Context: an optimization exercise on an open-source flow, tuned for small area. The choices shown serve that exercise and are no tape-out recipe.
Function was checked by simulation only, so behaviour that the tests miss may differ from the original.
No activity file was given, so power comes from the tool's default toggle rates. The clock port is modelled as an ideal driver; clocking choices that lean on that would not hold on a real chip.

==> design.v <==
module risc_trace_top (
  input  logic        clk,
  input  logic        rst,
  input  logic        start,
  input  logic [31:0] pc_i,
  input  logic [31:0] instr_i,
  input  logic [31:0] wdata_i,
  input  logic        rd_en,
  output logic        core_rst,
  output logic        running,
  output logic        done,
  output logic        halt_det,
  output logic        timeout,
  output logic        overflow,
  output logic [31:0] cycle_cnt,
  output logic [4:0]  count,
  output logic        rd_valid,
  output logic [31:0] rd_pc,
  output logic [31:0] rd_instr,
  output logic [31:0] rd_wdata
);
  risc_trace_ctrl #(
    .DATA_W     (32),
    .ADDR_W     (32),
    .DEPTH      (16),
    .RST_CYCLES (2),
    .MAX_CYCLES (1000),
    .STALL_LIMIT(4)
  ) u_ctrl (
    .clk      (clk),
    .rst      (rst),
    .start    (start),
    .pc_i     (pc_i),
    .instr_i  (instr_i),
    .wdata_i  (wdata_i),
    .rd_en    (rd_en),
    .core_rst (core_rst),
    .running  (running),
    .done     (done),
    .halt_det (halt_det),
    .timeout  (timeout),
    .overflow (overflow),
    .cycle_cnt(cycle_cnt),
    .count    (count),
    .rd_valid (rd_valid),
    .rd_pc    (rd_pc),
    .rd_instr (rd_instr),
    .rd_wdata (rd_wdata)
  );
endmodule

module risc_trace_ctrl #(
  parameter int DATA_W      = 32,
  parameter int ADDR_W      = 32,
  parameter int DEPTH       = 16,
  parameter int RST_CYCLES  = 1,
  parameter int MAX_CYCLES  = 10,
  parameter int STALL_LIMIT = 4
) (
  input  logic                     clk,
  input  logic                     rst,
  input  logic                     start,
  input  logic [ADDR_W-1:0]        pc_i,
  input  logic [DATA_W-1:0]        instr_i,
  input  logic [DATA_W-1:0]        wdata_i,
  input  logic                     rd_en,
  output logic                     core_rst,
  output logic                     running,
  output logic                     done,
  output logic                     halt_det,
  output logic                     timeout,
  output logic                     overflow,
  output logic [31:0]              cycle_cnt,
  output logic [$clog2(DEPTH):0]   count,
  output logic                     rd_valid,
  output logic [ADDR_W-1:0]        rd_pc,
  output logic [DATA_W-1:0]        rd_instr,
  output logic [DATA_W-1:0]        rd_wdata
);
  localparam int PTR_W = $clog2(DEPTH);
  localparam int CNT_W = PTR_W + 1;
  localparam int ENT_W = ADDR_W + 2 * DATA_W;
  localparam int CYC_W = $clog2(MAX_CYCLES + 1);
  localparam int STL_W = (STALL_LIMIT > 2) ? $clog2(STALL_LIMIT) : 1;
  logic              in_reset;
  logic              rst_last;
  logic [CYC_W-1:0]  cyc;
  logic [STL_W-1:0]  stall_cnt;
  logic [DEPTH-1:0]  rd_sel;
  logic [DEPTH-1:0][ENT_W-1:0] ring;
  logic [ENT_W-1:0]  newest;
  logic              full;
  logic              go;
  logic              pop_ok;
  logic              same_pc;
  logic              hit_halt;
  logic              hit_budget;
  logic              adv;
  assign full       = count[PTR_W];
  assign go         = start && !in_reset && !running;
  assign pop_ok     = done && rd_en && (count != '0) && !start;
  assign same_pc    = (count != '0) && (pc_i == newest[ENT_W-1 -: ADDR_W]);
  assign hit_halt   = same_pc && (stall_cnt == STL_W'(STALL_LIMIT - 1));
  assign hit_budget = (cyc == CYC_W'(MAX_CYCLES - 1));
  assign adv        = running ? !full : (done && !pop_ok);
  assign newest    = ring[0];
  assign core_rst  = !running;
  assign cycle_cnt = 32'(cyc);
  assign timeout   = (cyc == CYC_W'(MAX_CYCLES));
  assign overflow  = (cyc > CYC_W'(DEPTH));
  always_ff @(posedge clk) begin
    ring[0] <= running ? {pc_i, instr_i, wdata_i} : ring[DEPTH-1];
    for (int i = 1; i < DEPTH; i++) ring[i] <= ring[i-1];
  end
  always_ff @(posedge clk or negedge rst) begin
    if (!rst)          rd_sel <= '0;
    else if (go)       rd_sel <= DEPTH'(1);
    else if (adv)      rd_sel <= {rd_sel[DEPTH-2:0], rd_sel[DEPTH-1]};
  end
  logic [ENT_W-1:0] rd_ent;
  risc_trace_rdmux #(.N(DEPTH), .W(ENT_W)) u_rdmux (
    .d  (ring),
    .sel(rd_sel),
    .y  (rd_ent)
  );
  assign {rd_pc, rd_instr, rd_wdata} = rd_ent;
  always_ff @(posedge clk) begin
    stall_cnt <= same_pc ? stall_cnt + 1'b1 : '0;
    rst_last <= in_reset;
  end
  always_ff @(posedge clk or negedge rst) begin
    if (!rst) begin
      in_reset  <= 1'b0;
      running   <= 1'b0;
      done      <= 1'b0;
      count     <= '0;
      cyc       <= '0;
      halt_det  <= 1'b0;
      rd_valid  <= 1'b0;
    end else begin
      rd_valid <= pop_ok;
      if (go) begin
        in_reset  <= 1'b1;
        done      <= 1'b0;
        count     <= '0;
        cyc       <= '0;
        halt_det  <= 1'b0;
      end else if (pop_ok) begin
        count <= count - 1'b1;
      end
      if (in_reset && rst_last) begin
        in_reset <= 1'b0;
        running  <= 1'b1;
      end
      if (running) begin
        cyc <= cyc + 1'b1;
        if (!full) count <= count + 1'b1;
        if (hit_halt) halt_det <= 1'b1;
        if (hit_halt || hit_budget) begin
          running <= 1'b0;
          done    <= 1'b1;
        end
      end
    end
  end
endmodule
module risc_trace_rdmux #(
  parameter int N = 16,
  parameter int W = 96
) (
  input  logic [N-1:0][W-1:0] d,
  input  logic [N-1:0]        sel,
  output logic [W-1:0]        y
);
  always_comb begin
    y = '0;
    for (int i = 0; i < N; i++)
      y = y | (d[i] & {W{sel[i]}});
  end
endmodule
==> flow/run.sh <==
#!/bin/bash
# The standard layout (standard.sh) with these changes:
#  - the read multiplexer module risc_trace_rdmux is laid out from the
#    cell-level netlist flow/rdmux_cells.v, put in its place in design.v
#    before synthesis (it has no registers; synthesis is otherwise the
#    standard one);
#  - ABC maps the other combinational logic with two area-oriented &nf
#    passes (flow/abc_area_map.script) in place of ORFS's speed script;
#    registers are untouched, as dfflibmap maps them before ABC runs;
#  - input and output ports are buffered with the smallest buffer;
#  - CTS clusters up to 30 sinks per leaf buffer and adds no dummy loads.
set -euo pipefail
here=$(pwd)
python3 "$here/flow/swap_module.py" "$here/design.v" risc_trace_rdmux \
  "$here/flow/rdmux_cells.v" "$here/design_cells.v" > swap_module.log 2>&1
rm -rf "$here/scripts_mod"
cp -r "$FLOW_HOME/scripts" "$here/scripts_mod"
cp "$here/flow/abc_area_map.script" "$here/scripts_mod/abc_speed.script"
bash standard.sh \
  "VERILOG_FILES=$here/design_cells.v" \
  "SCRIPTS_DIR=$here/scripts_mod" \
  "BUFFER_PORTS_ARGS=-buffer_cell sky130_fd_sc_hd__buf_1" \
  "CTS_ARGS=-sink_clustering_enable -repair_clock_nets -dont_use_dummy_load -sink_clustering_size 30 -sink_clustering_max_diameter 80" \
  finish > make_finish.log 2>&1
==> flow/abc_area_map.script <==
&get -n
&st
&dch
&nf -p -R 1000
&st
&dch
&nf -p -R 1000
&put
topo
stime -c
==> flow/rdmux_cells.v <==
// Cell-level version of risc_trace_rdmux (the one-hot AND-OR read
// multiplexer in rtl/risc_trace_ctrl.sv) for N = 16, W = 96. The flow puts
// it in place of the RTL module before synthesis. Per output bit:
//   five a222oi cover sel/d pairs 0..14, a nand2 covers pair 15, and
//   y = nand4(and3(l0, l1, l2), l3, l4, l5), the OR of all sixteen pairs.
module risc_trace_rdmux #(
  parameter int N = 16,
  parameter int W = 96
) (
  input  logic [N-1:0][W-1:0] d,
  input  logic [N-1:0]        sel,
  output logic [W-1:0]        y
);

  for (genvar b = 0; b < W; b++) begin : g
    wire l0, l1, l2, l3, l4, l5, a;
    sky130_fd_sc_hd__a222oi_1 u0 (.A1(d[0][b]),  .A2(sel[0]),  .B1(d[1][b]),  .B2(sel[1]),  .C1(d[2][b]),  .C2(sel[2]),  .Y(l0));
    sky130_fd_sc_hd__a222oi_1 u1 (.A1(d[3][b]),  .A2(sel[3]),  .B1(d[4][b]),  .B2(sel[4]),  .C1(d[5][b]),  .C2(sel[5]),  .Y(l1));
    sky130_fd_sc_hd__a222oi_1 u2 (.A1(d[6][b]),  .A2(sel[6]),  .B1(d[7][b]),  .B2(sel[7]),  .C1(d[8][b]),  .C2(sel[8]),  .Y(l2));
    sky130_fd_sc_hd__a222oi_1 u3 (.A1(d[9][b]),  .A2(sel[9]),  .B1(d[10][b]), .B2(sel[10]), .C1(d[11][b]), .C2(sel[11]), .Y(l3));
    sky130_fd_sc_hd__a222oi_1 u4 (.A1(d[12][b]), .A2(sel[12]), .B1(d[13][b]), .B2(sel[13]), .C1(d[14][b]), .C2(sel[14]), .Y(l4));
    sky130_fd_sc_hd__nand2_1  u5 (.A(d[15][b]), .B(sel[15]), .Y(l5));
    sky130_fd_sc_hd__and3_1   u6 (.A(l0), .B(l1), .C(l2), .X(a));
    sky130_fd_sc_hd__nand4_1  u7 (.A(a), .B(l3), .C(l4), .D(l5), .Y(y[b]));
  end

endmodule
==> flow/swap_module.py <==
"""Replace one module of a Verilog file with the module in another file.
usage: swap_module.py design.v module_name replacement.v out.v"""
import re, sys
src, name, repl, out = sys.argv[1:5]
text = open(src).read()
pat = re.compile(r'^[ \t]*module\s+' + re.escape(name) + r'\b.*?^[ \t]*endmodule\b[^\n]*\n?',
                 re.S | re.M)
found = pat.findall(text)
if len(found) != 1:
    sys.exit(f"expected one module {name} in {src}, found {len(found)}")
new = pat.sub(lambda m: open(repl).read(), text)
open(out, 'w').write(new)
==> standard.sh <==
#!/bin/bash
# synth_recipe.tcl (not shown) runs the flow's synth.tcl, then flattens the netlist and writes it again
# the make line also repeats each setting of config.mk as NAME=value (left out here)
make -C /OpenROAD-flow-scripts/flow DESIGN_CONFIG=/design/flow/config.mk WORK_HOME=/design/flow/orfs CLKGATE_MAP_FILE= SYNTH_SCRIPT=/design/flow/synth_recipe.tcl "${@:-finish}"
==> config.mk <==
export PLATFORM = sky130hd
export DESIGN_NAME = risc_trace_top
export DESIGN_NICKNAME = risc_trace_top
export VERILOG_FILES = /design/flow/design.v
export SDC_FILE = /design/flow/constraint.sdc
export NUM_CORES = 4
export LEC_CHECK = 0
export CAP_MARGIN = 20
export CORE_MARGIN = 2
export CORE_UTILIZATION = 75
export SLEW_MARGIN = 20
==> constraint.sdc <==
create_clock -name core_clock -period 5.0 [get_ports {clk}]
set_input_delay 1.0000 -clock core_clock [delete_from_list [all_inputs] [get_ports {clk}]]
set_output_delay 1.0000 -clock core_clock [all_outputs]
set_load 0.01 [all_outputs]
==> results.cfg, run 1 <==
[global_route]
grt_start_max_net_pins = 74
grt_pass1_vias = 25185
grt_util_met1_pct = 48.2
grt_pass1_wl_um = 149000
antenna_found_initial = 6
grt-ovfl-total = 0
top_usage_layer = met2
grt.met3_usage_pct = 5.38
grt.met2_usage_pct = 54.4
grt.total_usage_pct = 34.2

[place]
dpl.hpwl_um = 52800
placedCellCount = 3601
gp_congestion = 0.813
io_buffer_count = 217

[timing]
period_minus_slack_ns = 4.22
clock.fmax_mhz = 237
hold_viol_final = 0
drv_slew = 0
relSlewSlack_pct = 20.5
min_period_over_period_pct = 84.4
rsz0062_at_grt = no
setup_viol = 0
worst_pin_slew_ns = 1.19
clock_skew_ns = 0.0350
setup_tns_ns = 0

[min_path]
hold_path_end = u_ctrl.ring[399]
worst_hold_path_type = register to register
hp-start = u_ctrl.ring[303]
whs_path_depth = 0

[logic_synthesis]
synth_area_leaders = dfxtp_1, a222oi_1, mux2_1, dfrtp_1, nand4_1
synth_fa_ha_area_share_pct = 0.155
synth_cell_types = 38
yosysWarnings = 1
synth.top_cell.area_share_pct = 76.2
synth_xor_area_share_pct = 0.607
syn_area_mm2 = 0.0404
synth_top_family_by_area = compound AO/OA/AOI/OAI gates
syn_avg_cell_area_um2 = 15.2
synth_compound_area_share_pct = 12.5
synth.most_common_cell = dfxtp_1
synth_simple_gate_area_share_pct = 5.12
ys_seq_elements = 1575
synth-async-reset-ratio_pct = 2.29
synth_ff_type = dfxtp_1
netlist.top_cell.by_area = dfxtp_1
ys_seq_area_share_pct = 78.4
synth-edff-count = 0
syn_inst = 2655
ys_top_cells_by_count = dfxtp_1, a222oi_1, nand2_1
synth_mux_area_share_pct = 2.67

[worst_setup_path]
max_stage_delay_ns = 1.20
path_cells = buf_4 -> a222oi_1 -> and3_1 -> nand4_1 -> buf_1
r2r-start = u_ctrl.running
crit_fanout = 73
crit_type = register to primary output
crit_family = flip-flops
crit_path_top_delay_cell = dfrtp_4
regToRegSetupSlack_ns = 2.39
crit_path_end_kind = primary output
crit_buf_inv = 2
start_kind = register
reg2reg_to = u_ctrl.rd_sel[11]
reg2reg_depth = 6
cp.arrival_ns = 3.22
worstPathRequired_ns = 4.00

[cts]
cts_sinks = 1575
cts.path.max_buffers = 3
cts_tree = done
cts_root_buf = clkbuf_16
post_cts_buffers = 0
h-tree-depth = 2
ctsHoldBuffers = 0
clk_pin_slew_worst_paths_ns = 0.11
cts_made_buffers = 58
cts_resized = 0
worstSkewPairLatency_ns = 0.65

[floorplanning]
dieArea_mm2 = 0.0558
initial_utilization_pct = 75.4
core_area_mm2 = 0.0536
die_x_um = 236
ios = 240
die_h_um = 236
fp-row-count = 85

[power]
p_leak_nw = 16.9
powerDensity_mw_per_mm2 = 591
vdd_ir_drop_max_mv = 0.416

[cells_and_area]
utilization_pct = 81.8
drive_gt1_share_pct = 3.78
layout.cells.non_filler = 3665
multiInputGateArea_mm2 = 0.00858
fillCellCount = 2980
final-seq-area_mm2 = 0.0318
nets = 3071
area_growth_pct = 8.42

[drt]
drtPass1Iterations = 8
vias = 25060
viasPerCell = 6.84
ant_nets = 0
drtIter0Drc = 4398
wirelength_um = 97700
drt_drc_violations_left = 0
avgRoutedWirePerCell_um = 26.7

[flow_run]
cap_violations = 0

[run_status]
status = no timing/DRC/antenna violations
## cell type report
| cell class | count | share of cell area (%) |
|---|---|---|
| sequential | 1575 | 72.5 |
| multi-input combinational | 1066 | 19.6 |
| tap | 696 | 1.99 |
| antenna | 5 | 0.0285 |
| timing repair buffer | 253 | 2.51 |
| clock buffer | 58 | 3.31 |
| inverter | 12 | 0.103 |
## worst reg2reg max path: stages, from the launching register on
cell      delay (ns)
dfrtp_4         0.83
clkinv_1        0.30
and3_1          0.29
nor2_1          0.33
o21a_1          0.57
nand2_1         0.13
nand2_1         0.10
## routing by layer
layer  up-vias  part of all wire [%]  wire length, um
li1      11055                     -                -
met1     12611                    42            40900
met2      1233                    47            45600
met3       157                   8.6             8380
met4         4                   2.8             2780
met5         -                 0.026               25
## flip-flops by register name (all words and copies together), names as in the netlist
register          count
u_ctrl.ring        1536
u_ctrl.rd_sel        16
u_ctrl.cyc           10
u_ctrl.count          5
u_ctrl.stall_cnt      2
u_ctrl.done           1
u_ctrl.halt_det       1
u_ctrl.in_reset       1
u_ctrl.rd_valid       1
u_ctrl.rst_last       1
u_ctrl.running        1
## cells in the final DEF (no fill, tap or decap), types with 2 or more instances in the layout
master | netlist | routed
nor2_1 | 14 | 14
o22ai_1 | 3 | 3
dfrtp_1 | 36 | 19
nor2b_1 | 3 | 3
ha_1 | 5 | 5
conb_1 | 1 | 22
clkbuf_16 | 0 | 58
a21o_1 | 2 | 2
dfxtp_1 | 1539 | 1539
o21ai_0 | 10 | 10
mux2_1 | 95 | 95
diode_2 | 0 | 5
nand4_1 | 102 | 102
a21oi_1 | 10 | 10
buf_1 | 0 | 216
o31ai_1 | 2 | 2
buf_4 | 23 | 35
xnor2_1 | 10 | 10
clkinv_1 | 12 | 12
xor2_1 | 18 | 18
dfrtp_4 | 0 | 17
a222oi_1 | 480 | 480
and3_1 | 98 | 98
nor3_1 | 6 | 6
nor4_1 | 6 | 6
nand3_1 | 25 | 25
nand2_1 | 140 | 140
## through the flow
stage / hold WS, ns / cell area [um^2] / total power [W] / worst slack, ns
2_1_floorplan: 0.330 / 40500 / 0.0176 / 0.216
6_report: 0.309 / 43800 / 0.0259 / 0.778
3_3_place_gp: 0.333 / 42300 / 0.0203 / 1.58
5_1_grt: 0.318 / 43800 / 0.0267 / 0.753
4_1_cts: 0.315 / 43800 / 0.0258 / 0.848
3_5_place_dp: 0.336 / 42300 / 0.0204 / 1.56
## power by group
part	leakage (nW)	internal (W)	switching [W]
Clock	0.715	0.00209	0.00345
Combinational	2.84	0.00226	0.00318
Sequential	13.4	0.0133	0.00162
Total	16.9	0.0176	0.00825
## logic make-up (layout without fill, tap and decap cells)
family,after synthesis,count (layout)
buffers and inverters,35,323
other,1,27
AO/OA/AOI/OAI,517,517
XOR/XNOR,28,28
adder cells (fa/ha/maj),5,5
flip-flops,1575,1575
AND/OR/NAND/NOR,398,398
multiplexers,96,96
## worst max-delay path by stage
stage / start / to / slack [ns] / depth (start not counted)
after floorplan: u_ctrl.running / u_ctrl.rd_sel[15] / 0.22 / 6
after global placement: u_ctrl.rd_sel[3] / rd_wdata[17] / 1.58 / 5
after detailed placement: u_ctrl.rd_sel[3] / rd_wdata[21] / 1.56 / 5
after CTS: u_ctrl.rd_sel[3] / rd_wdata[21] / 0.85 / 5
after global routing: u_ctrl.rd_sel[3] / rd_wdata[21] / 0.75 / 5
final: u_ctrl.rd_sel[3] / rd_wdata[21] / 0.78 / 5
==> run 2, diff against run 1 <==
--- a/config.mk
+++ b/config.mk
@@ -9,3 +9,3 @@
 export CORE_MARGIN = 2
-export CORE_UTILIZATION = 75
+export CORE_UTILIZATION = 65
 export SLEW_MARGIN = 20
==> results.cfg, run 2 <==
[cells_and_area]
final-seq-area_mm2 = 0.0318
regMostFlops = u_ctrl.ring
largestRegisters = u_ctrl.ring: 1536 flops, u_ctrl.rd_sel: 16 flops, u_ctrl.cyc: 10 flops
final_common_cell = dfxtp_1
final_cell_mix = dfxtp_1, a222oi_1, buf_1
drive_gt1_share_pct = 3.65
nets = 3067
multiInputGateArea_mm2 = 0.00858
area_growth_pct = 8.84
fillCellCount = 4192
utilization_pct = 71.4
largest_reg_flops = 1536
layout.cells.non_filler = 3799

[worst_setup_path]
path_cells = buf_4 -> a222oi_1 -> nand4_1 -> buf_1
max_stage_delay_ns = 0.90
crit_type = register to primary output
reg2reg_to = u_ctrl.rd_sel[11]
r2r-start = u_ctrl.running
cp.arrival_ns = 3.20
regToRegSetupSlack_ns = 2.04
start_kind = register
crit_fanout = 61
crit_family = buffers and inverters
reg2reg_depth = 6
crit_buf_inv = 2
crit_path_end_kind = primary output
worstPathRequired_ns = 4.00
crit_path_top_delay_cell = buf_4
cp.depth = 4

[place]
place_ws_ns = 1.54
dpl.hpwl_um = 53600
io_buffer_count = 217
placedCellCount = 3738
gp_congestion = 0.800

[logic_synthesis]
syn_avg_cell_area_um2 = 15.2
synth_area_leaders = dfxtp_1, a222oi_1, mux2_1, dfrtp_1, nand4_1
syn_inst = 2655
yosysWarnings = 1
syn_area_mm2 = 0.0404
synth-async-reset-ratio_pct = 2.29
synth.most_common_cell = dfxtp_1
synth_ff_type = dfxtp_1
ys_seq_area_share_pct = 78.4
synth_cell_types = 38
synth.top_cell.area_share_pct = 76.2
netlist.top_cell.by_area = dfxtp_1
ys_top_cells_by_count = dfxtp_1, a222oi_1, nand2_1
synth-edff-count = 0
ys_seq_elements = 1575

[min_path]
hold_path_end = u_ctrl.ring[563]
whs_path_depth = 0
hp-start = u_ctrl.ring[467]
worst_hold_path_type = register to register

[power]
p_leak_nw = 16.9
powerDensity_mw_per_mm2 = 587
vdd_ir_drop_max_mv = 0.373

[cts]
worstSkewPairLatency_ns = 0.65
h-tree-depth = 2
cts_sinks = 1575
cts_root_buf = clkbuf_16
cts_made_buffers = 58
post_cts_buffers = 0
ctsHoldBuffers = 0
clk_pin_slew_worst_paths_ns = 0.11
cts_tree = done
cts.path.max_buffers = 3
cts_resized = 0

[floorplanning]
die_x_um = 253
core_area_mm2 = 0.0616
die_h_um = 253
dieArea_mm2 = 0.0642
initial_utilization_pct = 65.6
ios = 240
fp-row-count = 91

[drt]
dr_wl_met2_um = 46000
wirelength_um = 97500
routed.top_layer = met5
vias = 24666
drtPass1Iterations = 11
avgRoutedWirePerCell_um = 25.7
drt_drc_violations_left = 0
wl_met3_um = 8010
drtIter0Drc = 3928
drt-met1-wl_um = 41300
viasPerCell = 6.49
ant_nets = 0

[timing]
worst_pin_slew_ns = 1.13
clock.fmax_mhz = 238
rsz0062_at_grt = no
clock_skew_ns = 0.0282
min_period_over_period_pct = 84.0
period_minus_slack_ns = 4.20
relSlewSlack_pct = 24.4
setup_viol = 0
hold_viol_final = 0
setup_tns_ns = 0
drv_slew = 0
worst_slack_ns = 0.801

[global_route]
grt_pass1_wl_um = 146000
antenna_found_initial = 6
grt.total_usage_pct = 29.4
grt-ovfl-total = 0
grt_start_max_net_pins = 65
grt_pass1_vias = 24530

[flow_run]
cap_violations = 0

[run_status]
status = no timing/DRC/antenna violations
run 2: changes by cell type in the layout (fill, tap and decap cells not counted), sizes merged:
cell   change
buf        -4
diode      -3
run 2: where the power goes:
group          leakage (nW)  internal [W]  total, W  switching [W]
registers              13.4        0.0133    0.0148        0.00154
logic                  2.83       0.00226   0.00547        0.00322
clock network         0.715       0.00209   0.00555        0.00346
run 2: layout make-up:
cell class,count,share of cell area [%]
flip-flops and latches,1575,72.2
multi-input cells,1066,19.5
clock buffers,58,3.30
repair buffers,249,2.50
well taps,837,2.38
inverters,12,0.102
diodes,2,0.0114
run 2: kinds of logic (layout without fill, tap and decap cells):
group | after synthesis | count (layout) | synth area share [%]
other | 1 | 24 | 0.00928
buffers and inverters | 35 | 319 | 0.539
AO/OA/AOI/OAI | 517 | 517 | 12.5
AND/OR/NAND/NOR | 398 | 398 | 5.12
adder cells (fa/ha/maj) | 5 | 5 | 0.155
flip-flops | 1575 | 1575 | 78.4
XOR/XNOR | 28 | 28 | 0.607
multiplexers | 96 | 96 | 2.67
run 2: how the worst max path moves through the flow:
| stage | start | to | slack, ns |
|---|---|---|---|
| global route | u_ctrl.rd_sel[12] | rd_pc[6] | 0.77 |
| CTS | u_ctrl.rd_sel[9] | rd_instr[25] | 0.85 |
| global placement | u_ctrl.rd_sel[9] | rd_pc[22] | 1.56 |
| detailed placement | u_ctrl.rd_sel[12] | rd_pc[22] | 1.54 |
| finish | u_ctrl.rd_sel[9] | rd_instr[25] | 0.80 |
| floorplan | u_ctrl.running | u_ctrl.rd_sel[15] | 0.22 |
run 2: metrics by stage:
stage	cell area, um^2	hold slack [ns]	power [W]
2_1_floorplan	40500	0.330	0.0176
3_3_place_gp	42500	0.331	0.0204
3_5_place_dp	42500	0.335	0.0205
4_1_cts	44000	0.326	0.0258
5_1_grt	44000	0.335	0.0268
6_report	44000	0.332	0.0258
run 2: metal layers:
metal / vias to the layer above / global-route usage [%]
met5: - / 0
met4: 6 / 8.42
met3: 130 / 4.52
met2: 1081 / 48.1
met1: 12397 / 40.9
li1: 11052 / -
==> run 3, diff against run 2 <==
--- a/design.v
+++ b/design.v
@@ -110,4 +110,11 @@
   assign overflow  = (cyc > CYC_W'(DEPTH));
+  logic [ENT_W-1:0] ring_in;
+  risc_trace_wrmux #(.W(ENT_W)) u_wrmux (
+    .s (running),
+    .a (ring[DEPTH-1]),
+    .b ({pc_i, instr_i, wdata_i}),
+    .y (ring_in)
+  );
   always_ff @(posedge clk) begin
-    ring[0] <= running ? {pc_i, instr_i, wdata_i} : ring[DEPTH-1];
+    ring[0] <= ring_in;
     for (int i = 1; i < DEPTH; i++) ring[i] <= ring[i-1];
@@ -180 +187,11 @@
 endmodule
+module risc_trace_wrmux #(
+  parameter int W = 96
+) (
+  input  logic         s,
+  input  logic [W-1:0] a,
+  input  logic [W-1:0] b,
+  output logic [W-1:0] y
+);
+  assign y = s ? b : a;
+endmodule
==> flow/run.sh (replaced) <==
#!/bin/bash
# The standard layout (standard.sh) with these changes:
#  - the multiplexer modules risc_trace_rdmux and risc_trace_wrmux are
#    laid out from the cell-level netlists flow/rdmux_cells.v and
#    flow/wrmux_cells.v, put in their place in design.v before synthesis
#    (they have no registers; synthesis is otherwise the standard one);
#  - ABC maps the other combinational logic with two area-oriented &nf
#    passes (flow/abc_area_map.script) in place of ORFS's speed script;
#    registers are untouched, as dfflibmap maps them before ABC runs;
#  - input and output ports are buffered with the smallest buffer;
#  - CTS clusters up to 30 sinks per leaf buffer and adds no dummy loads.
set -euo pipefail
here=$(pwd)
python3 "$here/flow/swap_module.py" "$here/design.v" risc_trace_rdmux \
  "$here/flow/rdmux_cells.v" "$here/design_cells1.v" > swap_module.log 2>&1
python3 "$here/flow/swap_module.py" "$here/design_cells1.v" risc_trace_wrmux \
  "$here/flow/wrmux_cells.v" "$here/design_cells.v" >> swap_module.log 2>&1
rm -rf "$here/scripts_mod"
cp -r "$FLOW_HOME/scripts" "$here/scripts_mod"
cp "$here/flow/abc_area_map.script" "$here/scripts_mod/abc_speed.script"
bash standard.sh \
  "VERILOG_FILES=$here/design_cells.v" \
  "SCRIPTS_DIR=$here/scripts_mod" \
  "BUFFER_PORTS_ARGS=-buffer_cell sky130_fd_sc_hd__buf_1" \
  "CTS_ARGS=-sink_clustering_enable -repair_clock_nets -dont_use_dummy_load -sink_clustering_size 33 -sink_clustering_max_diameter 60" \
  finish > make_finish.log 2>&1
==> flow/wrmux_cells.v (new file) <==
// Cell-level version of risc_trace_wrmux (the two-way multiplexer in front
// of the trace ring in rtl/risc_trace_ctrl.sv) for W = 96: one a22o per bit,
// y = (s & b) | (!s & a), with a single inverter making !s.
module risc_trace_wrmux #(
  parameter int W = 96
) (
  input  logic         s,
  input  logic [W-1:0] a,
  input  logic [W-1:0] b,
  output logic [W-1:0] y
);

  wire sn;
  sky130_fd_sc_hd__inv_1 un (.A(s), .Y(sn));

  for (genvar i = 0; i < W; i++) begin : g
    sky130_fd_sc_hd__a22o_1 u (.A1(s), .A2(b[i]), .B1(sn), .B2(a[i]), .X(y[i]));
  end

endmodule
==> results.cfg, run 3 <==
[global_route]
grt_pass1_vias = 25049
antenna_found_initial = 13
grt_start_max_net_pins = 97
grt-ovfl-total = 0
grt.total_usage_pct = 30.3
grt_pass1_wl_um = 150000

[power]
power_frac_seq_pct = 58.4
swShare_pct = 31.0
powerDensity_mw_per_mm2 = 577
p_leak_nw = 16.9
vdd_ir_drop_max_mv = 0.386
pwr-share-comb_pct = 19.4
p_sw_w = 0.00782
p_clk_share_pct = 22.2
p_int_w = 0.0174
power.total_w = 0.0252

[logic_synthesis]
synth_area_leaders = dfxtp_1, a222oi_1, dfrtp_1, a22o_1, nand4_1
ys_seq_elements = 1575
synth.top_cell.area_share_pct = 76.7
syn_inst = 2649
ys_seq_area_share_pct = 78.9
synth_cell_types = 35
synth_ff_type = dfxtp_1
ys_top_cells_by_count = dfxtp_1, a222oi_1, nand2_1
netlist.top_cell.by_area = dfxtp_1
synth-edff-count = 0
syn_avg_cell_area_um2 = 15.2
syn_area_mm2 = 0.0402
yosysWarnings = 1
synth.most_common_cell = dfxtp_1
synth-async-reset-ratio_pct = 2.29

[worst_setup_path]
worstSetupStartpoint = u_ctrl.rd_sel[12]
crit_path_end_kind = primary output
start_kind = register
crit_type = register to primary output
max_stage_delay_ns = 1.23
r2r-start = u_ctrl.ring[79]
worstPathRequired_ns = 4.00
path_cells = buf_4 -> a222oi_1 -> nand4_1 -> buf_1
crit_path_top_delay_cell = dfrtp_4
cp.arrival_ns = 3.24
crit_fanout = 66

[cts]
cts.path.max_buffers = 3
h-tree-depth = 2
cts_root_buf = clkbuf_16
cts_sinks = 1575
clk_pin_slew_worst_paths_ns = 0.12
ctsHoldBuffers = 0
post_cts_buffers = 0
cts_resized = 0
worstSkewPairLatency_ns = 0.67
cts_tree = done
cts_made_buffers = 59

[cells_and_area]
nets = 3063
area_growth_pct = 8.78
fin_area_mm2 = 0.0437
largest_reg_flops = 1536
final_common_cell = dfxtp_1
largestRegisters = u_ctrl.ring: 1536 flops, u_ctrl.rd_sel: 16 flops, u_ctrl.cyc: 10 flops
regMostFlops = u_ctrl.ring
final_cell_mix = dfxtp_1, a222oi_1, buf_1
drive_gt1_share_pct = 3.76

[timing]
clock.fmax_mhz = 236
clock_skew_ns = 0.0637
min_period_over_period_pct = 84.7
setup_tns_ns = 0
holdWs_ns = 0.314
worst_pin_slew_ns = 1.18
rsz0062_at_grt = no
period_minus_slack_ns = 4.24
relSlewSlack_pct = 21.7
setup_viol = 0
drv_slew = 0
hold_viol_final = 0

[place]
dpl.hpwl_um = 53200
io_buffer_count = 217
gp_congestion = 0.812
placed_area_mm2 = 0.0422

[floorplanning]
initial_utilization_pct = 65.5
die_h_um = 253
core_area_mm2 = 0.0614
dieArea_mm2 = 0.0638
fp-row-count = 91
ios = 240
die_x_um = 253

[drt]
wirelength_um = 99800
drtPass1Iterations = 8
drtIter0Drc = 4251
vias = 25105
avgRoutedWirePerCell_um = 26.6
viasPerCell = 6.69
ant_nets = 0
drt_drc_violations_left = 0

[flow_run]
cap_violations = 0

[min_path]
hp-start = u_ctrl.ring[454]
worst_hold_path_type = register to register

[run_status]
status = no timing/DRC/antenna violations
[run 3: cell types whose count changed after synthesis, moves of 3 or more]
cell	previous run	this run
mux2_1	95	0
xor2_1	18	15
a22o_1	1	99
xnor2_1	10	15
a22oi_1	1	4
and3_1	98	101
a21oi_1	10	7
nand2_1	140	134
[run 3: path summary, 6_finish.rpt]
check / endpoint / cells after the start / slack, ns
worst max-delay path: rd_pc[8] / 4 / 0.76
worst min-delay path: u_ctrl.ring[550] / 0 / 0.31
worst max register to register: u_ctrl.running / 9 / 2.46
worst min register to register: u_ctrl.ring[550] / 0 / 0.31
max in group asynchronous: u_ctrl.rd_sel[1] / 1 / 3.82
min in group asynchronous: u_ctrl.rd_sel[14] / 1 / 0.47
[run 3: cell families after synthesis]
group / count (synthesis) / share of synthesized area [%]
other: 1 / 0.00933
buffers and inverters: 36 / 0.551
AO/OA/AOI/OAI: 610 / 14.6
adder cells (fa/ha/maj): 5 / 0.156
AND/OR/NAND/NOR: 391 / 5.10
multiplexers: 1 / 0.0249
XOR/XNOR: 30 / 0.654
flip-flops: 1575 / 78.9
[run 3: cell type report]
| type | instances | area (um^2) |
|---|---|---|
| Timing Repair Buffer | 250 | 1080 |
| Sequential cell | 1575 | 31800 |
| Antenna cell | 5 | 12.5 |
| Fill cell | 4192 | 17700 |
| Multi-Input combinational cell | 1059 | 8330 |
| Inverter | 13 | 53.8 |
| Clock buffer | 59 | 1480 |
| Tap cell | 790 | 988 |
[run 3: worst max-delay path, delay by kind of cell (launching register included)]
family / cells / cell delay [ns]
flops: 1 / 1.23
buf+inv: 2 / 0.94
compound gates: 1 / 0.23
simple gates: 1 / 0.13
[run 3: power groups by stage]
stage	logic [W]	registers (W)	clock network, W
2_1_floorplan	0.00266	0.0146	0
3_3_place_gp	0.00479	0.0149	0
3_5_place_dp	0.00482	0.0150	0
4_1_cts	0.00485	0.0147	0.00567
5_1_grt	0.00522	0.0148	0.00611
6_report	0.00489	0.0147	0.00560
[run 3: per-stage QoR]
step	setup WS [ns]	utilization, %	std cells
after floorplan	0.866	-	2670
after global placement	1.60	68.8	3687
after detailed placement	1.58	68.8	3687
after CTS	0.844	71.2	3746
after global routing	0.675	71.2	3751
final	0.765	71.2	3751
[run 3: per-layer routing]
layer | up-vias | track usage (%) | share of wire [%]
met1 | 12716 | 42.4 | 42
met3 | 146 | 5.40 | 8.8
li1 | 11115 | - | -
met5 | - | 0 | 0.097
met2 | 1112 | 48.9 | 47
met4 | 16 | 8.47 | 1.9
==> run 4, diff against run 3 <==
--- a/flow/run.sh
+++ b/flow/run.sh
@@ -24,3 +24,3 @@
   "BUFFER_PORTS_ARGS=-buffer_cell sky130_fd_sc_hd__buf_1" \
-  "CTS_ARGS=-sink_clustering_enable -repair_clock_nets -dont_use_dummy_load -sink_clustering_size 33 -sink_clustering_max_diameter 60" \
+  "CTS_ARGS=-sink_clustering_enable -repair_clock_nets -dont_use_dummy_load -sink_clustering_size 30 -sink_clustering_max_diameter 80" \
   finish > make_finish.log 2>&1
--- a/config.mk
+++ b/config.mk
@@ -10,2 +10,4 @@
 export CORE_UTILIZATION = 65
+export GPL_ROUTABILITY_DRIVEN = 0
+export GPL_TIMING_DRIVEN = 0
 export SLEW_MARGIN = 20
==> results.cfg, run 4 <==
[timing]
period_minus_slack_ns = 3.83
drv_slew = 0
worst_slack_ns = 1.17
holdWs_ns = 0.160
worst_pin_slew_ns = 0.972
relSlewSlack_pct = 35.1
clock.fmax_mhz = 261
clock_skew_ns = 0.0363
setup_viol = 0
min_period_over_period_pct = 76.6
rsz0062_at_grt = no
hold_viol_final = 0

[drt]
drt_drc_violations_left = 0
viasPerCell = 6.65
avgRoutedWirePerCell_um = 26.2
ant_nets = 0
wirelength_um = 99300
drtIter0Drc = 4383
drtPass1Iterations = 9
vias = 25164

[cells_and_area]
utilization_pct = 72.5
largestRegisters = u_ctrl.ring: 1536 flops, u_ctrl.rd_sel: 16 flops, u_ctrl.cyc: 10 flops
area_growth_pct = 10.7
fin_area_mm2 = 0.0445
multiInputGateArea_mm2 = 0.00833
largest_reg_flops = 1536
fillCellCount = 4197
final-seq-area_mm2 = 0.0318
regMostFlops = u_ctrl.ring
layout.cells.non_filler = 3782
drive_gt1_share_pct = 4.66
final_cell_mix = dfxtp_1, a222oi_1, buf_1
final_common_cell = dfxtp_1
nets = 3091

[cts]
worstSkewPairLatency_ns = 0.65
cts_tree = done
cts.path.max_buffers = 3
ctsHoldBuffers = 0
cts_root_buf = clkbuf_16
cts_sinks = 1575
cts_resized = 0
post_cts_buffers = 0
h-tree-depth = 2
clk_pin_slew_worst_paths_ns = 0.10
cts_made_buffers = 58

[logic_synthesis]
ys_seq_area_share_pct = 78.9
syn_area_mm2 = 0.0402
syn_avg_cell_area_um2 = 15.2
synth.top_cell.area_share_pct = 76.7
synth-async-reset-ratio_pct = 2.29
synth_area_leaders = dfxtp_1, a222oi_1, dfrtp_1, a22o_1, nand4_1
ys_seq_elements = 1575
synth-edff-count = 0
ys_top_cells_by_count = dfxtp_1, a222oi_1, nand2_1
syn_inst = 2649
synth.most_common_cell = dfxtp_1
netlist.top_cell.by_area = dfxtp_1
synth_ff_type = dfxtp_1
synth_cell_types = 35
yosysWarnings = 1

[power]
p_leak_nw = 17.2
vdd_ir_drop_max_mv = 0.396
powerDensity_mw_per_mm2 = 574

[worst_setup_path]
reg2reg_to = u_ctrl.rd_sel[8]
worstPathRequired_ns = 4.00
endpoint = rd_pc[0]
path_cells = buf_12 -> buf_12 -> a222oi_1 -> and3_1 -> nand4_1 -> buf_1
cp.arrival_ns = 2.83
start_kind = register
path_common_cell = buf_12
reg2reg_depth = 7
cp.depth = 6
max_stage_delay_ns = 0.77
crit_path_top_delay_cell = dfrtp_4
crit_buf_inv = 3
r2r-start = u_ctrl.running
crit_path_end_kind = primary output
crit_type = register to primary output
regToRegSetupSlack_ns = 2.21
crit_fanout = 40
worstSetupStartpoint = u_ctrl.rd_sel[4]
crit_family = flip-flops

[floorplanning]
dieArea_mm2 = 0.0638
die_h_um = 253
fp-row-count = 91
core_area_mm2 = 0.0614
die_x_um = 253
initial_utilization_pct = 65.5
ios = 240

[min_path]
worst_hold_path_type = input pin to asynchronous set/reset pin

[global_route]
antenna_found_initial = 12
grt.total_usage_pct = 30.5
grt_start_max_net_pins = 66
grt_pass1_wl_um = 150000
grt_pass1_vias = 25233
grt-ovfl-total = 0

[place]
io_buffer_count = 217
placed_area_mm2 = 0.0430
placedCellCount = 3716
place_ws_ns = 1.70
dpl.hpwl_um = 55400

[flow_run]
cap_violations = 0

[run_status]
status = no timing/DRC/antenna violations
## run 4: cell types whose count changed in the layout (fill, tap and decap cells not counted), sizes merged
cell	before	now
diode	5	8
buf	249	279
clkbuf	60	58
## run 4: stage by stage
step / total power (W) / TNS (ns)
2_1_floorplan: 0.0173 / 0
3_3_place_gp: 0.0198 / -773.28
3_5_place_dp: 0.0202 / 0
4_1_cts: 0.0255 / 0
5_1_grt: 0.0265 / 0
6_report: 0.0255 / 0
## run 4: cells by family (layout without fill, tap and decap cells)
kind of cell	Yosys count	in the layout	synth area share (%)
mux	1	1	0.0249
xor+xnor	30	30	0.654
fa+ha+maj	5	5	0.156
other cells	1	30	0.00933
compound gates	610	610	14.6
flops	1575	1575	78.9
buf+inv	36	350	0.551
simple gates	391	391	5.10
## run 4: layout make-up
cell class	count	area share (%)
repair buffers	256	3.78
flip-flops and latches	1575	71.4
inverters	13	0.127
clock buffers	58	3.26
diodes	8	0.0450
well taps	790	2.22
multi-input cells	1059	18.7
plain buffers	23	0.388
## run 4: worst register-to-register path, stage by stage, from the launching register on
cell      delay, ns
dfrtp_4        0.84
buf_16         0.35
clkinv_1       0.24
and3_1         0.25
nor2_1         0.28
o21a_1         0.54
nand2_1        0.13
nand2_1        0.09
## run 4: metal layers
metal / GRT usage, % / up-vias / share of wire (%)
met3: 5.17 / 157 / 9.6
li1: - / 11192 / -
met4: 9.79 / 10 / 2.5
met1: 43.9 / 12599 / 42
met2: 47.3 / 1206 / 46
met5: 0 / - / 0.063
## run 4: power by group
| group | switching [W] | total (W) | internal (W) |
|---|---|---|---|
| Clock | 0.00344 | 0.00553 | 0.00209 |
| Combinational | 0.00328 | 0.00560 | 0.00232 |
| Sequential | 0.00110 | 0.0144 | 0.0133 |
| Total | 0.00781 | 0.0255 | 0.0177 |
## run 4: worst min-delay path by stage
stage	start	cells after the start	slack (ns)	endpoint
after floorplan	u_ctrl.ring[904]	0	0.33	u_ctrl.ring[1000]
after global placement	u_ctrl.ring[622]	0	0.33	u_ctrl.ring[718]
after detailed placement	u_ctrl.ring[828]	0	0.33	u_ctrl.ring[924]
after CTS	rst	1	0.12	u_ctrl.cyc[5]
after global routing	rst	1	0.14	u_ctrl.cyc[5]
final	rst	1	0.16	u_ctrl.cyc[5]
==> run 5, diff against run 4 <==
--- a/config.mk
+++ b/config.mk
@@ -10,4 +10,2 @@
 export CORE_UTILIZATION = 65
-export GPL_ROUTABILITY_DRIVEN = 0
-export GPL_TIMING_DRIVEN = 0
 export SLEW_MARGIN = 20
==> results.cfg, run 5 <==
[timing]
period_minus_slack_ns = 4.19
relSlewSlack_pct = 21.3
drv_slew = 0
clock.fmax_mhz = 239
worst_pin_slew_ns = 1.18
setup_viol = 0
min_period_over_period_pct = 83.7
setup_tns_ns = 0
clock_skew_ns = 0.0375
rsz0062_at_grt = no
hold_viol_final = 0

[min_path]
hp-start = u_ctrl.ring[732]
whs_path_depth = 0
hold_path_end = u_ctrl.ring[828]
worst_hold_path_type = register to register

[logic_synthesis]
netlist.top_cell.by_area = dfxtp_1
synth_area_leaders = dfxtp_1, a222oi_1, dfrtp_1, a22o_1, nand4_1
syn_area_mm2 = 0.0402
syn_inst = 2649
yosysWarnings = 1
syn_avg_cell_area_um2 = 15.2
synth_cell_types = 35
synth-edff-count = 0
ys_top_cells_by_count = dfxtp_1, a222oi_1, nand2_1
synth_ff_type = dfxtp_1
synth.most_common_cell = dfxtp_1
synth.top_cell.area_share_pct = 76.7
ys_seq_area_share_pct = 78.9
synth-async-reset-ratio_pct = 2.29
ys_seq_elements = 1575

[cells_and_area]
drive_gt1_share_pct = 3.72
nets = 3062
utilization_pct = 71.2
final_cell_mix = dfxtp_1, a222oi_1, buf_1
final_common_cell = dfxtp_1
largest_reg_flops = 1536
layout.cells.non_filler = 3749
area_growth_pct = 8.71
regMostFlops = u_ctrl.ring
largestRegisters = u_ctrl.ring: 1536 flops, u_ctrl.rd_sel: 16 flops, u_ctrl.cyc: 10 flops

[worst_setup_path]
path_cells = buf_4 -> a222oi_1 -> nand4_1 -> buf_1
start_kind = register
max_stage_delay_ns = 1.22
cp.arrival_ns = 3.19
reg2reg_depth = 6
regToRegSetupSlack_ns = 2.47
crit_type = register to primary output
crit_path_end_kind = primary output
r2r-start = u_ctrl.running
crit_path_top_delay_cell = dfrtp_4
crit_fanout = 66
reg2reg_to = u_ctrl.rd_sel[15]
worstPathRequired_ns = 4.00

[flow_run]
cap_violations = 0

[cts]
worstSkewPairLatency_ns = 0.65
cts_resized = 0
cts_made_buffers = 58
cts.path.max_buffers = 3
ctsHoldBuffers = 0
post_cts_buffers = 0
h-tree-depth = 2
cts_root_buf = clkbuf_16
clk_pin_slew_worst_paths_ns = 0.11
cts_tree = done
cts_sinks = 1575

[place]
dpl.hpwl_um = 53200
placedCellCount = 3687
gp_congestion = 0.812
io_buffer_count = 217

[floorplanning]
core_area_mm2 = 0.0614
fp-row-count = 91
dieArea_mm2 = 0.0638
ios = 240
initial_utilization_pct = 65.5
die_x_um = 253
die_h_um = 253

[drt]
viasPerCell = 6.76
drtIter0Drc = 4261
vias = 25345
wirelength_um = 100000
drtPass1Iterations = 11
drt_drc_violations_left = 0
ant_nets = 0
avgRoutedWirePerCell_um = 26.7

[power]
power.total_w = 0.0252
swShare_pct = 31.0
p_int_w = 0.0174
p_sw_w = 0.00783
power_frac_seq_pct = 58.5
vdd_ir_drop_max_mv = 0.378
p_leak_nw = 16.9
pwr-share-comb_pct = 19.4
p_clk_share_pct = 22.1
powerDensity_mw_per_mm2 = 577

[global_route]
grt_start_max_net_pins = 97
antenna_found_initial = 11
grt_pass1_vias = 25027
grt_pass1_wl_um = 150000
grt-ovfl-total = 0
grt.total_usage_pct = 30.4

[run_status]
status = no timing/DRC/antenna violations
run 5: worst max-delay path by stage:
| stage | startpoint | to | slack, ns | cells past startpoint |
|---|---|---|---|---|
| detailed placement | u_ctrl.rd_sel[12] | rd_pc[1] | 1.58 | 4 |
| CTS | u_ctrl.rd_sel[12] | rd_pc[1] | 0.86 | 4 |
| finish | u_ctrl.rd_sel[12] | rd_pc[8] | 0.81 | 4 |
| floorplan | u_ctrl.running | u_ctrl.ring[0] | 0.87 | 2 |
| global placement | u_ctrl.rd_sel[12] | rd_pc[1] | 1.60 | 4 |
| global route | u_ctrl.rd_sel[12] | rd_pc[8] | 0.73 | 4 |
run 5: cells by family after synthesis:
logic type / share of synthesized area, %
multiplexers: 0.0249
XOR/XNOR: 0.654
AND/OR/NAND/NOR: 5.10
adder cells (fa/ha/maj): 0.156
buffers and inverters: 0.551
flip-flops: 78.9
other: 0.00933
AO/OA/AOI/OAI: 14.6
run 5: stage by stage:
| step | hold WS (ns) | setup slack, ns | instance area (um^2) |
|---|---|---|---|
| floorplan | 0.330 | 0.866 | 40300 |
| global placement | 0.332 | 1.60 | 42200 |
| detailed placement | 0.335 | 1.58 | 42200 |
| CTS | 0.310 | 0.862 | 43700 |
| global route | 0.310 | 0.725 | 43700 |
| finish | 0.313 | 0.813 | 43700 |
run 5: area by class of cell:
| type | instances | area, um^2 |
|---|---|---|
| Inverter | 13 | 53.8 |
| Timing Repair Buffer | 250 | 1080 |
| Antenna cell | 4 | 10.0 |
| Sequential cell | 1575 | 31800 |
| Clock buffer | 58 | 1450 |
| Multi-Input combinational cell | 1059 | 8330 |
| Fill cell | 4181 | 17700 |
| Tap cell | 790 | 988 |
run 5: power by group through the flow:
stage / Combinational [W] / Clock (W) / Sequential [W]
after CTS: 0.00485 / 0.00564 / 0.0147
after global placement: 0.00479 / 0 / 0.0149
final: 0.00489 / 0.00558 / 0.0148
after global routing: 0.00522 / 0.00606 / 0.0148
after detailed placement: 0.00482 / 0 / 0.0150
after floorplan: 0.00266 / 0 / 0.0146
run 5: worst max-delay path, delay by kind of cell, from the launching register on:
family / cells / cell delay, ns
AND/OR/NAND/NOR: 1 / 0.13
flip-flops: 1 / 1.22
buffers and inverters: 2 / 0.93
AO/OA/AOI/OAI: 1 / 0.23
run 5: routing by layer:
metal  GRT usage (%)  vias up  part of all wire [%]
met4            8.50       14                   2.2
met5               0        -                 0.083
met3            4.94      151                   8.7
met1            42.8    12861                    42
li1                -    11114                     -
met2            49.0     1205                    47
==> run 6, diff against run 5 <==
--- a/config.mk
+++ b/config.mk
@@ -7,5 +7,5 @@
 export LEC_CHECK = 0
-export CAP_MARGIN = 20
+export CAP_MARGIN = 5
 export CORE_MARGIN = 2
 export CORE_UTILIZATION = 65
-export SLEW_MARGIN = 20
+export SLEW_MARGIN = 5
==> results.cfg, run 6 <==
[floorplanning]
die_h_um = 253
ios = 240
initial_utilization_pct = 65.5
dieArea_mm2 = 0.0638
die_x_um = 253
fp-row-count = 91
core_area_mm2 = 0.0614

[logic_synthesis]
synth_area_leaders = dfxtp_1, a222oi_1, dfrtp_1, a22o_1, nand4_1
synth.top_cell.area_share_pct = 76.7
ys_seq_area_share_pct = 78.9
synth-async-reset-ratio_pct = 2.29
synth.most_common_cell = dfxtp_1
yosysWarnings = 1
synth_ff_type = dfxtp_1
syn_inst = 2649
syn_area_mm2 = 0.0402
ys_seq_elements = 1575
syn_avg_cell_area_um2 = 15.2
synth-edff-count = 0
ys_top_cells_by_count = dfxtp_1, a222oi_1, nand2_1
synth_cell_types = 35
netlist.top_cell.by_area = dfxtp_1

[worst_setup_path]
path_cells = buf_4 -> a222oi_1 -> nand4_1 -> buf_1
crit_path_top_delay_cell = dfrtp_4
cp.arrival_ns = 3.19
crit_fanout = 66
crit_path_end_kind = primary output
worstPathRequired_ns = 4.00
start_kind = register
crit_buf_inv = 2
max_stage_delay_ns = 1.22
crit_type = register to primary output
crit_family = flip-flops

[global_route]
antenna_found_initial = 11
grt.total_usage_pct = 30.4
grt-ovfl-total = 0
grt_pass1_vias = 25027
grt_start_max_net_pins = 97
grt_pass1_wl_um = 150000

[timing]
hold_viol_final = 0
drv_slew = 0
worst_slack_ns = 0.813
setup_tns_ns = 0
min_period_over_period_pct = 83.7
clock.fmax_mhz = 239
clock_skew_ns = 0.0375
rsz0062_at_grt = no
setup_viol = 0
period_minus_slack_ns = 4.19
worst_pin_slew_ns = 1.18
relSlewSlack_pct = 21.3

[drt]
ant_nets = 0
wl_met3_um = 8740
viasPerCell = 6.76
drt_drc_violations_left = 0
avgRoutedWirePerCell_um = 26.7
drtIter0Drc = 4261
drt-met1-wl_um = 41900
drtPass1Iterations = 11
vias = 25345
wirelength_um = 100000
dr_wl_met2_um = 47200
routed.top_layer = met5

[cts]
cts_resized = 0
h-tree-depth = 2
cts.path.max_buffers = 3
ctsHoldBuffers = 0
cts_made_buffers = 58
post_cts_buffers = 0
cts_tree = done
worstSkewPairLatency_ns = 0.65
clk_pin_slew_worst_paths_ns = 0.11
cts_sinks = 1575
cts_root_buf = clkbuf_16

[power]
swShare_pct = 31.0
p_sw_w = 0.00783
power_frac_seq_pct = 58.5
pwr-share-comb_pct = 19.4
p_leak_nw = 16.9
powerDensity_mw_per_mm2 = 577
p_clk_share_pct = 22.1
p_int_w = 0.0174
vdd_ir_drop_max_mv = 0.378

[place]
gp_congestion = 0.812
dpl.hpwl_um = 53200
io_buffer_count = 217
place_ws_ns = 1.58

[cells_and_area]
regMostFlops = u_ctrl.ring
final_cell_mix = dfxtp_1, a222oi_1, buf_1
largest_reg_flops = 1536
fillCellCount = 4181
drive_gt1_share_pct = 3.72
nets = 3062
largestRegisters = u_ctrl.ring: 1536 flops, u_ctrl.rd_sel: 16 flops, u_ctrl.cyc: 10 flops
final_common_cell = dfxtp_1
area_growth_pct = 8.71

[min_path]
worst_hold_path_type = register to register

[flow_run]
cap_violations = 0

[run_status]
status = no timing/DRC/antenna violations
==> run 6: cell counts after synthesis <==
No cell type changed its count.
==> run 6: layout make-up <==
| class | instances | area, um^2 | share of cell area, % |
|---|---|---|---|
| Sequential cell | 1575 | 31800 | 72.7 |
| Multi-Input combinational cell | 1059 | 8330 | 19.1 |
| Clock buffer | 58 | 1450 | 3.32 |
| Timing Repair Buffer | 250 | 1080 | 2.46 |
| Tap cell | 790 | 988 | 2.26 |
| Inverter | 13 | 53.8 | 0.123 |
| Antenna cell | 4 | 10.0 | 0.0229 |
==> run 6: worst paths after layout <==
kind,startpoint,to,slack (ns),cells past startpoint
max,u_ctrl.rd_sel[12],rd_pc[8],0.81,4
min,u_ctrl.ring[732],u_ctrl.ring[828],0.31,0
max reg2reg,u_ctrl.running,u_ctrl.rd_sel[15],2.47,6
min reg2reg,u_ctrl.ring[732],u_ctrl.ring[828],0.31,0
max in group asynchronous,rst,u_ctrl.rd_sel[13],3.77,1
min in group asynchronous,rst,u_ctrl.rd_sel[1],0.49,1
==> run 6: stage by stage <==
stage                     cell area [um^2]  utilization, %  hold slack [ns]  total power [W]  std cells
after floorplan                      40300               -            0.330           0.0173       2670
after global placement               42200            68.8            0.332           0.0197       3687
after detailed placement             42200            68.8            0.335           0.0198       3687
after CTS                            43700            71.2            0.310           0.0252       3745
after global routing                 43700            71.2            0.310           0.0261       3749
final                                43700            71.2            0.313           0.0252       3749
==> run 6: logic make-up after synthesis <==
group	after synthesis	synth area share, %
multiplexers	1	0.0249
AND/OR/NAND/NOR	391	5.10
AO/OA/AOI/OAI	610	14.6
buffers and inverters	36	0.551
other	1	0.00933
XOR/XNOR	30	0.654
flip-flops	1575	78.9
adder cells (fa/ha/maj)	5	0.156
==> run 6: layer usage <==
metal	track usage (%)	vias up
met3	4.94	151
li1	-	11114
met5	0	-
met1	42.8	12861
met4	8.50	14
met2	49.0	1205
==> run 6: power by group through the flow <==
stage,clock network (W),registers [W],logic (W)
floorplan,0,0.0146,0.00266
global placement,0,0.0149,0.00479
detailed placement,0,0.0150,0.00482
CTS,0.00564,0.0147,0.00485
global route,0.00606,0.0148,0.00522
finish,0.00558,0.0148,0.00489
==> run 7, diff against run 6 <==
--- a/design.v
+++ b/design.v
@@ -104,3 +104,3 @@
   assign hit_budget = (cyc == CYC_W'(MAX_CYCLES - 1));
-  assign adv        = running ? !full : (done && !pop_ok);
+  assign adv        = !(running && full) && !pop_ok;
   assign newest    = ring[0];
@@ -123,3 +123,3 @@
     if (!rst)          rd_sel <= '0;
-    else if (go)       rd_sel <= DEPTH'(1);
+    else if (go)       rd_sel <= DEPTH'(1) << (DEPTH - RST_CYCLES);
     else if (adv)      rd_sel <= {rd_sel[DEPTH-2:0], rd_sel[DEPTH-1]};
--- a/config.mk
+++ b/config.mk
@@ -7,5 +7,5 @@
 export LEC_CHECK = 0
-export CAP_MARGIN = 5
+export CAP_MARGIN = 20
 export CORE_MARGIN = 2
 export CORE_UTILIZATION = 65
-export SLEW_MARGIN = 5
+export SLEW_MARGIN = 20
==> results.cfg, run 7 <==
[run_status]
status = no timing/DRC/antenna violations

[cells_and_area]
fillCellCount = 4160
final_common_cell = dfxtp_1
utilization_pct = 71.1
nets = 3028
largestRegisters = u_ctrl.ring: 1536 flops, u_ctrl.rd_sel: 16 flops, u_ctrl.cyc: 10 flops
largest_reg_flops = 1536
multiInputGateArea_mm2 = 0.00826
regMostFlops = u_ctrl.ring
drive_gt1_share_pct = 3.66
final-seq-area_mm2 = 0.0318
area_growth_pct = 8.77
final_cell_mix = dfxtp_1, a222oi_1, buf_1

[worst_setup_path]
crit_path_end_kind = primary output
reg2reg_to = u_ctrl.rd_sel[13]
crit_buf_inv = 2
start_kind = register
reg2reg_depth = 8
max_stage_delay_ns = 1.05
worstSetupStartpoint = u_ctrl.rd_sel[7]
regToRegSetupSlack_ns = 2.10
crit_family = flip-flops
crit_path_top_delay_cell = dfrtp_4
crit_fanout = 57
r2r-start = u_ctrl.count[0]
crit_type = register to primary output
path_cells = buf_4 -> a222oi_1 -> and3_1 -> nand4_1 -> buf_1
cp.depth = 5
cp.arrival_ns = 3.30
worstPathRequired_ns = 4.00

[power]
vdd_ir_drop_max_mv = 0.500
powerDensity_mw_per_mm2 = 607
p_leak_nw = 16.9

[drt]
drt_drc_violations_left = 0
wirelength_um = 100000
vias = 25018
viasPerCell = 6.73
avgRoutedWirePerCell_um = 26.9
drtIter0Drc = 4067
drtPass1Iterations = 7
ant_nets = 0

[floorplanning]
ios = 240
die_x_um = 252
core_area_mm2 = 0.0614
fp-row-count = 91
die_h_um = 252
initial_utilization_pct = 65.4
dieArea_mm2 = 0.0637

[cts]
ctsHoldBuffers = 0
cts_sinks = 1575
cts.path.max_buffers = 3
clk_pin_slew_worst_paths_ns = 0.11
cts_root_buf = clkbuf_16
cts_tree = done
cts_made_buffers = 58
cts_resized = 0
worstSkewPairLatency_ns = 0.66
post_cts_buffers = 0
h-tree-depth = 2

[logic_synthesis]
syn_avg_cell_area_um2 = 15.3
ys_top_cells_by_count = dfxtp_1, a222oi_1, a22o_1
synth_ff_type = dfxtp_1
yosysWarnings = 1
ys_seq_elements = 1575
synth.most_common_cell = dfxtp_1
syn_area_mm2 = 0.0401
netlist.top_cell.by_area = dfxtp_1
synth-edff-count = 0
syn_inst = 2618
synth_area_leaders = dfxtp_1, a222oi_1, a22o_1, dfrtp_1, and3_1
ys_seq_area_share_pct = 79.0
synth.top_cell.area_share_pct = 76.8
synth_cell_types = 33
synth-async-reset-ratio_pct = 2.29

[timing]
setup_viol = 0
drv_slew = 0
clock_skew_ns = 0.0245
period_minus_slack_ns = 4.30
relSlewSlack_pct = 23.2
holdWs_ns = 0.340
clock.fmax_mhz = 232
hold_viol_final = 0
min_period_over_period_pct = 86.0
setup_tns_ns = 0
worst_pin_slew_ns = 1.15
rsz0062_at_grt = no

[min_path]
hold_path_end = u_ctrl.ring[1025]
hp-start = u_ctrl.ring[929]
whs_path_depth = 0
worst_hold_path_type = register to register

[place]
gp_congestion = 0.795
dpl.hpwl_um = 53600
io_buffer_count = 217

[global_route]
grt.total_usage_pct = 30.5
antenna_found_initial = 13
grt_start_max_net_pins = 69
grt-ovfl-total = 0
grt_pass1_vias = 25080
grt_pass1_wl_um = 150000

[flow_run]
cap_violations = 0
run 7: changes by cell type after synthesis, moves of 2 or more:
cell	previous run	this run
a22o_1	99	113
nand2_1	134	103
nor4_1	4	6
a21o_1	2	4
nor3_1	7	4
xnor2_1	15	11
xor2_1	15	20
nand3_1	23	8
run 7: cell families (layout without fill, tap and decap cells):
logic type,Yosys count,in the layout,synth area share (%)
other,1,28,0.00935
and+or+nand+nor,343,343,4.61
buffers and inverters,37,319,0.561
xor gates and xnor gates,31,31,0.677
AOI/OAI and AO/OA,626,626,15.0
DFF,1575,1575,79.0
adders and majority gates,5,5,0.156
run 7: worst max-delay path by stage:
stage	endpoint	slack (ns)
2_1_floorplan	u_ctrl.ring[0]	0.84
3_3_place_gp	rd_pc[9]	1.51
3_5_place_dp	u_ctrl.running	1.47
4_1_cts	rd_pc[9]	0.75
5_1_grt	rd_pc[9]	0.62
6_report	rd_pc[9]	0.70
run 7: stage by stage:
stage	cell area, um^2	power, W	instances	setup WS, ns
6_report	43600	0.0265	3717	0.699
5_1_grt	43600	0.0275	3717	0.624
4_1_cts	43600	0.0264	3711	0.748
3_5_place_dp	42200	0.0211	3653	1.47
3_3_place_gp	42200	0.0210	3653	1.51
2_1_floorplan	40200	0.0181	2639	0.842
run 7: power by group:
part	switching, W	internal, W	total [W]
clock	0.00345	0.00209	0.00554
combinational	0.00329	0.00250	0.00579
sequential	0.00186	0.0133	0.0152
run 7: final cells by class:
class | instances | area share, %
clock buffer | 58 | 3.33
inverter | 14 | 0.126
antenna | 6 | 0.0344
sequential | 1575 | 72.8
timing repair buffer | 247 | 2.50
multi-input combinational | 1027 | 18.9
tap | 790 | 2.27
run 7: metal layers:
layer | up-vias | part of all wire, % | track usage [%]
met1 | 12590 | 42 | 42.4
li1 | 11032 | - | -
met5 | - | 0.089 | 0
met2 | 1215 | 46 | 48.4
met3 | 167 | 9.5 | 5.62
met4 | 14 | 2.8 | 10.4

==> port drivers added, routing unchanged <==
The results above use ideal ports. As a check the final layouts listed here were re-extracted and re-timed, cells and wires unchanged.
Step 1 sets driving cells, clkbuf_16 on the clock port and buf_2 on the other inputs (assumed; they add their load-dependent delay and slew).
Step 2 also shifts input and output timing later by t, the mid clock arrival at the registers, as if the neighbouring blocks saw the same clock.
Three values: ideal, step 1, step 2; two values: the first two.
run | shift t [ns] | slack for setup (ns) | clock arrival spread, ns | worst register clock-pin slew, ns
run 1 | 0.705 | 0.778 / 0.717 / 1.422 | 0.054 / 0.055 | 0.11 / 0.11
run 2 | 0.707 | 0.801 / 0.736 / 1.443 | 0.036 / 0.036 | 0.11 / 0.11
run 3 | 0.705 | 0.765 / 0.700 / 1.405 | 0.064 / 0.064 | 0.12 / 0.12
run 4 | 0.705 | 1.168 / 1.098 / 1.646 | 0.039 / 0.039 | 0.11 / 0.11
run 5 | 0.710 | 0.813 / 0.747 / 1.457 | 0.058 / 0.058 | 0.11 / 0.11
run 6 | 0.710 | 0.813 / 0.747 / 1.457 | 0.058 / 0.058 | 0.11 / 0.11
run 7 | 0.714 | 0.699 / 0.635 / 1.283 | 0.037 / 0.036 | 0.11 / 0.11
After both steps setup and hold are still met in every run listed.
